What follows belongs to an exercise in optimizing a design on an open flow for small area; a production flow would make more cautious choices.
The RTL was checked by simulation tests, not by an equivalence proof against the original design.
Power is estimated from default activity; no workload was simulated.

==> inputs of run K <==
==> flow/design.v <==
`default_nettype none
package calcPkg;
	localparam int OperandWidth = 8;
	localparam int ResultWidth = 16;  
	localparam int OperandDigits = 3;
	localparam int ProductDigits = 5;
	localparam int SumDigits = 3;  
	typedef logic [OperandWidth-1:0] operand_t;
	typedef logic [ResultWidth-1:0] result_t;
	typedef logic [3:0] digit_t;
	typedef enum logic [1:0] {
		opAdd,
		opSub,
		opMul
	} opCode_t;
endpackage
`default_nettype wire
`default_nettype none
package lcdPkg;
	typedef logic [7:0] lcdByte_t;
	localparam lcdByte_t CmdFunctionSet = 8'h38;  
	localparam lcdByte_t CmdDisplayOn = 8'h0C;
	localparam lcdByte_t CmdClear = 8'h01;
	localparam lcdByte_t CmdEntryMode = 8'h06;  
	localparam lcdByte_t CmdLine2 = 8'hC0;
	localparam lcdByte_t CharZero = 8'd48;
	localparam lcdByte_t CharMinus = 8'd45;
	localparam lcdByte_t CharPlus = 8'd43;
	localparam lcdByte_t CharTimes = 8'd42;
	localparam lcdByte_t CharSpace = 8'd32;
endpackage
`default_nettype wire
`default_nettype none
module lcdCalcTop #(
	parameter int PowerUpCycles = 2250,
	parameter int StepCycles = 250,
	parameter int PulseCycles = 125
) (
	input logic clk,
	input logic flag_rst,
	input logic [7:0] operandA,
	input logic [7:0] operandB,
	input logic signA,
	input logic signB,
	input logic keyAdd,
	input logic keySub,
	input logic keyMul,
	input logic keyEquals,
	output logic lcdEn,
	output logic lcdRs,
	output logic [7:0] lcdData
);
	localparam int FrameLen = StepCycles + PulseCycles + 3;
	localparam logic [8:0] FrameLast = 9'(FrameLen - 1);
	localparam logic [8:0] EnRise = 9'(StepCycles + 1);
	localparam logic [8:0] EnFall = 9'(StepCycles + PulseCycles + 1);
	localparam logic [8:0] PowerStart = 9'(6 * FrameLen - PowerUpCycles);
	localparam logic [1:0] LineInit = 2'd0;
	localparam logic [1:0] LineOps = 2'd1;
	localparam logic [1:0] LineResult = 2'd2;
	logic [3:0] keys;
	logic [3:0] kp;  
	logic [3:0] rise;
	logic opRise;
	logic act;  
	logic [8:0] c;
	logic [3:0] pos;
	logic [1:0] line;
	logic opSeen;
	logic isMul;
	logic isSub;
	logic sA;
	logic sB;
	logic [7:0] A;
	logic [7:0] B;
	logic [15:0] W;
	logic [3:0] r;
	logic nz;  
	logic d76;  
	logic [5:0] d50;
	logic cZero;
	logic cLast;
	logic last;
	logic idleNext;
	logic acceptOp;
	logic acceptEq;
	logic skip;
	logic realByte;
	logic ge;
	logic diff;
	logic rneg;
	logic [7:0] entry;
	assign keys = {keyEquals, keyMul, keySub, keyAdd};
	assign rise = keys & ~kp;
	assign opRise = |rise[2:0];
	assign cZero = (c == 9'd0);
	assign cLast = (c == FrameLast);
	always_comb begin
		case (line)
			LineInit: last = (pos == 4'd9);
			LineOps: last = (pos == 4'd11);
			default: last = (pos == (isMul ? 4'd6 : 4'd4));
		endcase
	end
	assign idleNext = !act || (cLast && last);
	assign acceptOp = idleNext && opRise;
	assign acceptEq = idleNext && !opRise && rise[3] && opSeen;
	assign ge = (A >= B);
	assign diff = sA ^ sB ^ isSub;
	assign rneg = nz && (isMul ? (sA ^ sB) : (ge ? sA : (sB ^ isSub)));
	assign skip = (line == LineOps && pos == 4'd1 && !sA)
		|| (line == LineOps && pos == 4'd8 && !sB)
		|| (line == LineResult && pos == 4'd1 && !rneg);
	assign realByte = !(line == LineInit && pos < 4'd6);
	always_comb begin
		entry = {4'h3, r};
		case (line)
			LineInit: begin
				case (pos)
					4'd6: entry = 8'h38;
					4'd7: entry = 8'h0C;
					4'd8: entry = 8'h01;
					default: entry = 8'h06;
				endcase
			end
			LineOps: begin
				case (pos)
					4'd0: entry = 8'h01;
					4'd1, 4'd8: entry = 8'h2D;
					4'd5, 4'd7: entry = 8'h20;
					4'd6: entry = isMul ? 8'h2A : (isSub ? 8'h2D : 8'h2B);
					default: ;
				endcase
			end
			default: begin
				if (pos == 4'd0) begin
					entry = 8'hC0;
				end else if (pos == 4'd1) begin
					entry = 8'h2D;
				end
			end
		endcase
	end
	assign lcdData = {d76, d76, d50};
	assign lcdRs = d50[5] && (line != LineInit);
	always_ff @(posedge clk) begin
		if (flag_rst) begin
			kp <= 4'hF;
		end else begin
			kp <= keys;
		end
	end
	always_ff @(posedge clk) begin
		if (flag_rst) begin
			act <= 1'b1;
			c <= PowerStart;
			pos <= 4'd0;
			line <= LineInit;
			opSeen <= 1'b0;
			lcdEn <= 1'b0;
			d76 <= 1'b0;
			d50 <= 6'd0;
		end else begin
			if (acceptOp || acceptEq) begin
				act <= 1'b1;
				c <= 9'd511;
				pos <= 4'd0;
				line <= acceptOp ? LineOps : LineResult;
				if (acceptOp) begin
					opSeen <= 1'b1;
					isMul <= rise[2];
					isSub <= !rise[2] && rise[1];
				end
			end else begin
				if (cLast || (act && cZero && skip)) begin
					c <= 9'd0;
				end else begin
					c <= c + 9'd1;
				end
				if (act && ((cZero && skip) || (cLast && !last))) begin
					pos <= pos + 4'd1;
				end
				if (act && cLast && last) begin
					act <= 1'b0;
				end
			end
			if (act && realByte) begin
				if (c == 9'd1) begin
					d76 <= entry[7];
					d50 <= entry[5:0];
				end
				if (c == EnRise) begin
					lcdEn <= 1'b1;
				end
			end
			if (c == EnFall) begin
				lcdEn <= 1'b0;
			end
		end
	end
	always_ff @(posedge clk) begin
		if (c[8] && c[7] && line == LineOps) begin
			A <= operandA;
			B <= operandB;
			sA <= signA;
			sB <= signB;
		end
	end
	logic aDisp;
	logic bDisp;
	logic rMul;
	logic rAdd;
	logic [2:0] k;
	logic clearW;
	logic stepW;
	logic passW;
	logic passOn;
	logic bbit;
	logic inj;
	logic addEn;
	logic cin;
	logic supp8;
	logic [8:0] lowSum;
	logic [7:0] highSum;
	logic sbit;
	logic [3:0] rp;
	logic q;
	logic [2:0] rHigh;
	assign aDisp = (line == LineOps) && (pos < 4'd4);
	assign bDisp = (line == LineOps) && (pos >= 4'd4);
	assign rMul = (line == LineResult) && isMul;
	assign rAdd = (line == LineResult) && !isMul;
	always_comb begin
		if (line == LineOps) begin
			case (pos)
				4'd2, 4'd9: k = 3'd1;
				4'd3, 4'd10: k = 3'd0;
				default: k = 3'd2;
			endcase
		end else begin
			case (pos)
				4'd0, 4'd1: k = isMul ? 3'd4 : 3'd2;
				4'd2: k = isMul ? 3'd3 : 3'd1;
				4'd3: k = isMul ? 3'd2 : 3'd0;
				4'd4: k = 3'd1;
				default: k = 3'd0;
			endcase
		end
	end
	assign clearW = (c[8:3] == 6'b001101) || (c[8:3] == 6'b001110);
	assign stepW = (c[8:3] == 6'b001111);
	assign passW = (c[8:7] == 2'b01);
	assign passOn = passW && (c[6:4] <= k);
	assign bbit = B[~c[2:0]];
	assign addEn = stepW && (rMul ? bbit : ((c[2:0] == 3'd7) && (aDisp || rAdd)));
	assign cin = stepW && (c[2:0] == 3'd7) && rAdd && diff && ge;
	assign supp8 = rAdd && diff;
	assign sbit = W[15] ^ (rAdd && diff && !ge && c[6:4] == 3'd0 && c[3]);
	assign rp = (c[3:0] == 4'd0) ? 4'd0 : r;
	assign q = rp[3] || (rp[2] && (rp[1] || rp[0]));
	always_comb begin
		case (rp)
			4'd5: rHigh = 3'd0;
			4'd6: rHigh = 3'd1;
			4'd7: rHigh = 3'd2;
			4'd8: rHigh = 3'd3;
			4'd9: rHigh = 3'd4;
			default: rHigh = rp[2:0];
		endcase
	end
	always_comb begin
		if (stepW) begin
			inj = (bDisp || rAdd) && (bbit ^ (rAdd && diff));
		end else if (passW) begin
			inj = q;
		end else begin
			inj = 1'b0;
		end
	end
	assign lowSum = {1'b0, W[6:0], inj} + {1'b0, addEn ? A : 8'd0} + {8'd0, cin};
	assign highSum = W[14:7] + {7'd0, lowSum[8] && !supp8};
	always_ff @(posedge clk) begin
		W <= {highSum, lowSum[7:0]};
	end
	always_ff @(posedge clk) begin
		if (passOn) begin
			r <= {rHigh, sbit};
		end
		if (passW && c[6:4] == 3'd0) begin
			nz <= ((c[3:0] == 4'd0) ? 1'b0 : nz) | sbit;
		end
	end
endmodule
`default_nettype wire
==> flow/run.sh <==
#!/bin/bash
# synth_recipe.tcl (not shown) runs the flow's synth.tcl, then flattens the netlist and writes it again
# the make line also repeats each setting of config.mk as NAME=value (left out here)
make -C /OpenROAD-flow-scripts/flow DESIGN_CONFIG=/design/flow/config.mk WORK_HOME=/design/flow/orfs CLKGATE_MAP_FILE= SYNTH_SCRIPT=/design/flow/synth_recipe.tcl finish
==> flow/config.mk <==
export PLATFORM = sky130hd
export DESIGN_NAME = lcdCalcTop
export DESIGN_NICKNAME = lcdCalcTop
export VERILOG_FILES = /design/flow/design.v
export SDC_FILE = /design/flow/constraint.sdc
export NUM_CORES = 4
export LEC_CHECK = 0
export CAP_MARGIN = 20
export CORE_MARGIN = 2
export CORE_UTILIZATION = 40
export PLACE_DENSITY = 0.6
export SLEW_MARGIN = 20
==> flow/constraint.sdc <==
create_clock -name core_clock -period 25.0 [get_ports {clk}]
set_input_delay 5.0000 -clock core_clock [delete_from_list [all_inputs] [get_ports {clk}]]
set_output_delay 5.0000 -clock core_clock [all_outputs]
set_load 0.01 [all_outputs]
==> run A (differences from run K) <==
--- a/flow/design.v
+++ b/flow/design.v
@@ -88,3 +88,3 @@
 	logic realByte;
-	logic ge;
+	logic gt;  
 	logic diff;
@@ -107,5 +107,4 @@
 	assign acceptEq = idleNext && !opRise && rise[3] && opSeen;
-	assign ge = (A >= B);
 	assign diff = sA ^ sB ^ isSub;
-	assign rneg = nz && (isMul ? (sA ^ sB) : (ge ? sA : (sB ^ isSub)));
+	assign rneg = nz && (isMul ? (sA ^ sB) : (gt ? sA : (sB ^ isSub)));
 	assign skip = (line == LineOps && pos == 4'd1 && !sA)
@@ -214,5 +213,7 @@
 	logic clearW;
-	logic stepW;
+	logic loadW;
+	logic turnW;
 	logic passW;
 	logic passOn;
+	logic step;
 	logic bbit;
@@ -220,6 +221,5 @@
 	logic addEn;
-	logic cin;
-	logic supp8;
-	logic [8:0] lowSum;
-	logic [7:0] highSum;
+	logic [7:0] addend;
+	logic [8:0] carry;
+	logic [7:0] lowSum;
 	logic sbit;
@@ -249,11 +249,32 @@
 	end
-	assign clearW = (c[8:3] == 6'b001101) || (c[8:3] == 6'b001110);
-	assign stepW = (c[8:3] == 6'b001111);
-	assign passW = (c[8:7] == 2'b01);
+	assign clearW = (c[8:4] == 5'b00111) || (c[8:3] == 6'b010000);
+	assign loadW = (c[8:3] == 6'b010001);
+	assign turnW = (c[8:7] == 2'b01) && !clearW && !loadW;
+	assign passW = (c[8:7] == 2'b10);
 	assign passOn = passW && (c[6:4] <= k);
+	assign step = (c[8:7] == 2'b01) && c[3] && (c[2:0] == ~c[6:4]);
 	assign bbit = B[~c[2:0]];
-	assign addEn = stepW && (rMul ? bbit : ((c[2:0] == 3'd7) && (aDisp || rAdd)));
-	assign cin = stepW && (c[2:0] == 3'd7) && rAdd && diff && ge;
-	assign supp8 = rAdd && diff;
-	assign sbit = W[15] ^ (rAdd && diff && !ge && c[6:4] == 3'd0 && c[3]);
+	assign addEn = step && (rMul ? bbit : ((c[6:4] == 3'd0) && (aDisp || rAdd)));
+	assign addend = addEn ? A : 8'd0;
+	always_comb begin
+		if (loadW) begin
+			inj = (bDisp || rAdd) && (bbit ^ (rAdd && diff));
+		end else if (turnW) begin
+			inj = W[15];
+		end else if (passW) begin
+			inj = q;
+		end else begin
+			inj = 1'b0;
+		end
+	end
+	assign carry[0] = (c[8:0] == 9'd159) && rAdd && diff && gt;
+	always_comb begin
+		for (int i = 0; i < 8; i++) begin
+			logic x;
+			x = (i == 0) ? inj : W[i-1];
+			lowSum[i] = x ^ addend[i] ^ carry[i];
+			carry[i+1] = (x & addend[i]) | (x & carry[i]) | (addend[i] & carry[i]);
+		end
+	end
+	assign sbit = W[15] ^ (rAdd && diff && !gt && c[6:4] == 3'd0 && c[3]);
 	assign rp = (c[3:0] == 4'd0) ? 4'd0 : r;
@@ -270,17 +291,9 @@
 	end
-	always_comb begin
-		if (stepW) begin
-			inj = (bDisp || rAdd) && (bbit ^ (rAdd && diff));
-		end else if (passW) begin
-			inj = q;
-		end else begin
-			inj = 1'b0;
-		end
-	end
-	assign lowSum = {1'b0, W[6:0], inj} + {1'b0, addEn ? A : 8'd0} + {8'd0, cin};
-	assign highSum = W[14:7] + {7'd0, lowSum[8] && !supp8};
 	always_ff @(posedge clk) begin
-		W <= {highSum, lowSum[7:0]};
+		W <= {W[14:8], W[7] | (carry[8] && !(rAdd && diff)), lowSum};
 	end
 	always_ff @(posedge clk) begin
+		if (step && c[6:4] == 3'd0) begin
+			gt <= carry[8];
+		end
 		if (passOn) begin
==> run R (differences from run K) <==
==> flow/design.v (replaced) <==
`default_nettype none
package calcPkg;
	localparam int OperandWidth = 8;
	localparam int ResultWidth = 16;  
	localparam int OperandDigits = 3;
	localparam int ProductDigits = 5;
	localparam int SumDigits = 3;  
	typedef logic [OperandWidth-1:0] operand_t;
	typedef logic [ResultWidth-1:0] result_t;
	typedef logic [3:0] digit_t;
	typedef enum logic [1:0] {
		opAdd,
		opSub,
		opMul
	} opCode_t;
endpackage
`default_nettype wire
`default_nettype none
package lcdPkg;
	typedef logic [7:0] lcdByte_t;
	localparam lcdByte_t CmdFunctionSet = 8'h38;  
	localparam lcdByte_t CmdDisplayOn = 8'h0C;
	localparam lcdByte_t CmdClear = 8'h01;
	localparam lcdByte_t CmdEntryMode = 8'h06;  
	localparam lcdByte_t CmdLine2 = 8'hC0;
	localparam lcdByte_t CharZero = 8'd48;
	localparam lcdByte_t CharMinus = 8'd45;
	localparam lcdByte_t CharPlus = 8'd43;
	localparam lcdByte_t CharTimes = 8'd42;
	localparam lcdByte_t CharSpace = 8'd32;
endpackage
`default_nettype wire
`default_nettype none
module lcdCalcTop #(
	parameter int PowerUpCycles = 2250,
	parameter int StepCycles = 250,
	parameter int PulseCycles = 125
) (
	input logic clk,
	input logic flag_rst,
	input logic [7:0] operandA,
	input logic [7:0] operandB,
	input logic signA,
	input logic signB,
	input logic keyAdd,
	input logic keySub,
	input logic keyMul,
	input logic keyEquals,
	output logic lcdEn,
	output logic lcdRs,
	output logic [7:0] lcdData
);
	localparam int FrameLen = StepCycles + PulseCycles + 3;
	localparam logic [8:0] FrameLast = 9'(FrameLen - 1);
	localparam logic [8:0] EnRise = 9'(StepCycles + 1);
	localparam logic [8:0] EnFall = 9'(StepCycles + PulseCycles + 1);
	localparam logic [8:0] PowerStart = 9'(6 * FrameLen - PowerUpCycles);
	localparam logic [1:0] LineInit = 2'd0;
	localparam logic [1:0] LineOps = 2'd1;
	localparam logic [1:0] LineResult = 2'd2;
	logic [3:0] keys;
	logic [3:0] kp;  
	logic [3:0] rise;
	logic opRise;
	logic act;  
	logic [8:0] c;
	logic [3:0] pos;
	logic [1:0] line;
	logic opSeen;
	logic isMul;
	logic isSub;
	logic sA;
	logic sB;
	logic [7:0] A;
	logic [7:0] B;
	logic nz;  
	logic [19:0] W;
	logic cLast;
	logic last;
	logic idleNext;
	logic acceptOp;
	logic acceptEq;
	logic pend;
	logic skip;
	logic realByte;
	logic ge;
	logic diff;
	logic addsub;
	logic rneg;
	logic entryIsChar;
	logic [7:0] entryValue;
	assign keys = {keyEquals, keyMul, keySub, keyAdd};
	assign rise = keys & ~kp;
	assign opRise = |rise[2:0];
	assign cLast = (c == FrameLast);
	always_comb begin
		case (line)
			LineInit: last = (pos == 4'd9);
			LineOps: last = (pos == 4'd11);
			default: last = (pos == (isMul ? 4'd6 : 4'd4));
		endcase
	end
	assign idleNext = !act || (cLast && last);
	assign acceptOp = idleNext && opRise;
	assign acceptEq = idleNext && !opRise && rise[3] && opSeen;
	assign pend = (pos == 4'd15);
	assign ge = (A >= B);
	assign diff = sA ^ sB ^ isSub;
	assign addsub = (line == LineResult) && !isMul;
	assign rneg = nz && (isMul ? (sA ^ sB) : (ge ? sA : (sB ^ isSub)));
	assign skip = (line == LineOps && pos == 4'd1 && !sA)
		|| (line == LineOps && pos == 4'd8 && !sB)
		|| (line == LineResult && pos == 4'd1 && !rneg);
	assign realByte = !(line == LineInit && pos < 4'd6);
	always_comb begin
		entryIsChar = 1'b1;
		entryValue = {4'h3, W[19:16]};
		case (line)
			LineInit: begin
				entryIsChar = 1'b0;
				case (pos)
					4'd6: entryValue = 8'h38;
					4'd7: entryValue = 8'h0C;
					4'd8: entryValue = 8'h01;
					default: entryValue = 8'h06;
				endcase
			end
			LineOps: begin
				case (pos)
					4'd0: begin
						entryIsChar = 1'b0;
						entryValue = 8'h01;
					end
					4'd1, 4'd8: entryValue = 8'h2D;
					4'd5, 4'd7: entryValue = 8'h20;
					4'd6: entryValue = isMul ? 8'h2A : (isSub ? 8'h2D : 8'h2B);
					default: ;
				endcase
			end
			default: begin
				if (pos == 4'd0) begin
					entryIsChar = 1'b0;
					entryValue = 8'hC0;
				end else if (pos == 4'd1) begin
					entryValue = 8'h2D;
				end
			end
		endcase
	end
	always_ff @(posedge clk) begin
		if (flag_rst) begin
			kp <= 4'hF;
		end else begin
			kp <= keys;
		end
	end
	always_ff @(posedge clk) begin
		if (flag_rst) begin
			act <= 1'b1;
			c <= PowerStart;
			pos <= 4'd0;
			line <= LineInit;
			opSeen <= 1'b0;
			lcdEn <= 1'b0;
			lcdRs <= 1'b0;
			lcdData <= 8'd0;
		end else begin
			if (acceptOp || acceptEq) begin
				act <= 1'b1;
				c <= FrameLast;
				pos <= 4'd15;
				line <= acceptOp ? LineOps : LineResult;
				if (acceptOp) begin
					opSeen <= 1'b1;
					isMul <= rise[2];
					isSub <= !rise[2] && rise[1];
				end
			end else if (act) begin
				if (c == 9'd0 && skip) begin
					pos <= pos + 4'd1;
				end else if (cLast) begin
					if (last) begin
						act <= 1'b0;
					end else begin
						pos <= pos + 4'd1;
						c <= 9'd0;
					end
				end else begin
					c <= c + 9'd1;
				end
			end
			if (act && realByte) begin
				if (c == 9'd1) begin
					lcdRs <= entryIsChar;
					lcdData <= entryValue;
				end
				if (c == EnRise) begin
					lcdEn <= 1'b1;
				end
			end
			if (c == EnFall) begin
				lcdEn <= 1'b0;
			end
		end
	end
	always_ff @(posedge clk) begin
		if (act && pend && cLast && line == LineOps) begin
			A <= operandA;
			B <= operandB;
			sA <= signA;
			sB <= signB;
		end
	end
	logic conv;
	logic digitFrame;
	logic wLoad;
	logic wMul;
	logic wZero;
	logic wDab;
	logic wRot8;
	logic wRot4;
	logic [7:0] srcX;
	logic xbit;
	logic loadBit;
	logic [7:0] addend;
	logic cin;
	logic [8:0] sum;
	logic inj;
	logic dbit;
	logic [19:0] corr;
	logic [3:0] mask;
	assign conv = act && ((line == LineOps && (pos == 4'd0 || pos == 4'd5))
		|| (line == LineResult && pos == 4'd0));
	assign digitFrame = act && ((line == LineOps && (pos == 4'd2 || pos == 4'd3 || pos == 4'd4
		|| pos == 4'd9 || pos == 4'd10 || pos == 4'd11))
		|| (line == LineResult && pos >= 4'd2 && pos != 4'd15));
	assign wLoad = conv && c >= 9'd12 && c <= 9'd31;
	assign wMul = conv && line == LineResult && c >= 9'd32 && c <= 9'd39;
	assign wZero = conv && c >= 9'd40 && c <= 9'd43;
	assign wDab = conv && c >= 9'd48 && c <= 9'd63;
	assign wRot8 = conv && !(line == LineResult && isMul) && c >= 9'd64 && c <= 9'd71;
	assign wRot4 = digitFrame && c >= 9'd2 && c <= 9'd5;
	assign srcX = (line == LineOps && pos == 4'd0) ? A : B;
	assign xbit = srcX[~c[2:0]];
	always_comb begin
		if (c < 9'd16) begin
			loadBit = 1'b0;
		end else if (c < 9'd24) begin
			loadBit = addsub && (xbit ^ diff);
		end else begin
			loadBit = addsub ? (c[2:0] == 3'd7) : xbit;
		end
	end
	assign addend = W[0] ? A : 8'd0;
	assign cin = (c == 9'd32) && addsub && diff && ge;
	assign sum = {1'b0, W[15:8]} + {1'b0, addend} + {8'd0, cin};
	assign inj = addsub && diff && !ge && c[3];
	assign dbit = W[19] ^ inj;
	assign mask = {c[3] && c[2], c[3], c[3] || c[2], 1'b1};
	always_comb begin
		corr = W;
		for (int j = 0; j < 4; j++) begin
			if (mask[j] && W[j*4 +: 4] > 4'd4) begin
				corr[j*4 +: 4] = W[j*4 +: 4] + 4'd3;
			end
		end
	end
	always_ff @(posedge clk) begin
		if (wLoad) begin
			W <= {W[18:0], loadBit};
		end else if (wMul) begin
			W[15:0] <= {sum[8] && !(addsub && diff), sum[7:0], W[7:1]};
		end else if (wZero) begin
			W <= {W[18:0], 1'b0};
		end else if (wDab) begin
			W <= {corr[18:0], dbit};
		end else if (wRot8 || wRot4) begin
			W <= {W[18:0], W[19]};
		end
	end
	always_ff @(posedge clk) begin
		if (wDab) begin
			nz <= ((c == 9'd48) ? 1'b0 : nz) | dbit;
		end
	end
endmodule
`default_nettype wire
==> notes.md <==
item	run R	run A	run K
Largest net degree at the start of global routing	30	21	23
Die Footprint	13,500 um2	10,200 um2	10,800 um2
Post-Layout Inst Area	5720 um2	4310 um2	4590 um2
Area of the mapped netlist	5030 um2	3750 um2	4010 um2
Beginning of the worst hold path	opSeen	W[12]	W[14]
CP Data Required Time	25.20 ns	20.00 ns	20.00 ns
Final weighted congestion in routability-driven placement	0.856	0.896	0.884
Latest clock arrival within the worst-skew pair	0.34 ns	0.36 ns	0.35 ns
Count of cell types in the netlist	83	60	68
Post-synthesis adder-cell area fraction	0.0802	0.0762	0.0975
Final Worst Setup Slack	18.25 ns	17.94 ns	17.99 ns
Fraction of synthesized cell area taken by the top area cell type	0.245	0.240	0.225
Relative area change from synthesis to final layout	13.7%	14.9%	14.7%
Peak supply drop	29.6 uV	25.2 uV	24.0 uV
Detailed route wirelength on metal2	5660 um	4090 um	3990 um
Register Area	1830 um2	1680 um2	1650 um2
Global Route Usage Sum	0.196	0.181	0.167
P_clk	0.000128 W	0.0000926 W	0.0000893 W
Net switching share of the total power	0.211	0.263	0.221
Basic-gate share of the synthesized area counting and, or, nand and nor cells	0.231	0.194	0.196
Yosys top cell by area	sky130_fd_sc_hd__edfxtp_1	sky130_fd_sc_hd__dfxtp_1	sky130_fd_sc_hd__dfxtp_1
Run status	timing/DRC/antenna clean	timing/DRC/antenna clean	timing/DRC/antenna clean
Area of the core region	12,200 um2	9150 um2	9730 um2
Worst setup slack before clock tree synthesis	17.92 ns	17.67 ns	18.04 ns
Leading cell type in the layout, fill and taps excluded	sky130_fd_sc_hd__nor2_1	sky130_fd_sc_hd__dfxtp_1	sky130_fd_sc_hd__dfxtp_1

-- separate check: timing with driven ports --
No port has a modelled driver above. Below, the same layouts with a new extraction and two added sets of constraints. Step 1, drivers: a clkbuf_16 drives clk and a buf_2 each remaining input, both assumed. Step 2 moves the port delays by t, midway between the first and last clock arrival at a register: inputs arrive t later, outputs are due t later. That takes back most of the time a late clock gives input paths. a / b / c = no drivers / after step 1 / after step 2; a / b = the first two.
run	t, ns	slack for setup (ns)	hold WS [ns]	latest minus earliest clock arrival (ns)
run K	0.375	17.990 / 17.958 / 18.037	0.436 / 0.436 / 0.436	0.014 / 0.014
run A	0.384	17.936 / 17.906 / 17.663	0.334 / 0.334 / 0.334	0.012 / 0.012
run R	0.376	18.251 / 18.267 / 17.892	0.467 / 0.467 / 0.467	0.007 / 0.007
After both steps setup and hold are still met in every run listed. For run R, which loses most, drivers alone change the setup slack by +0.016 ns; drivers and shift together by -0.359 ns.
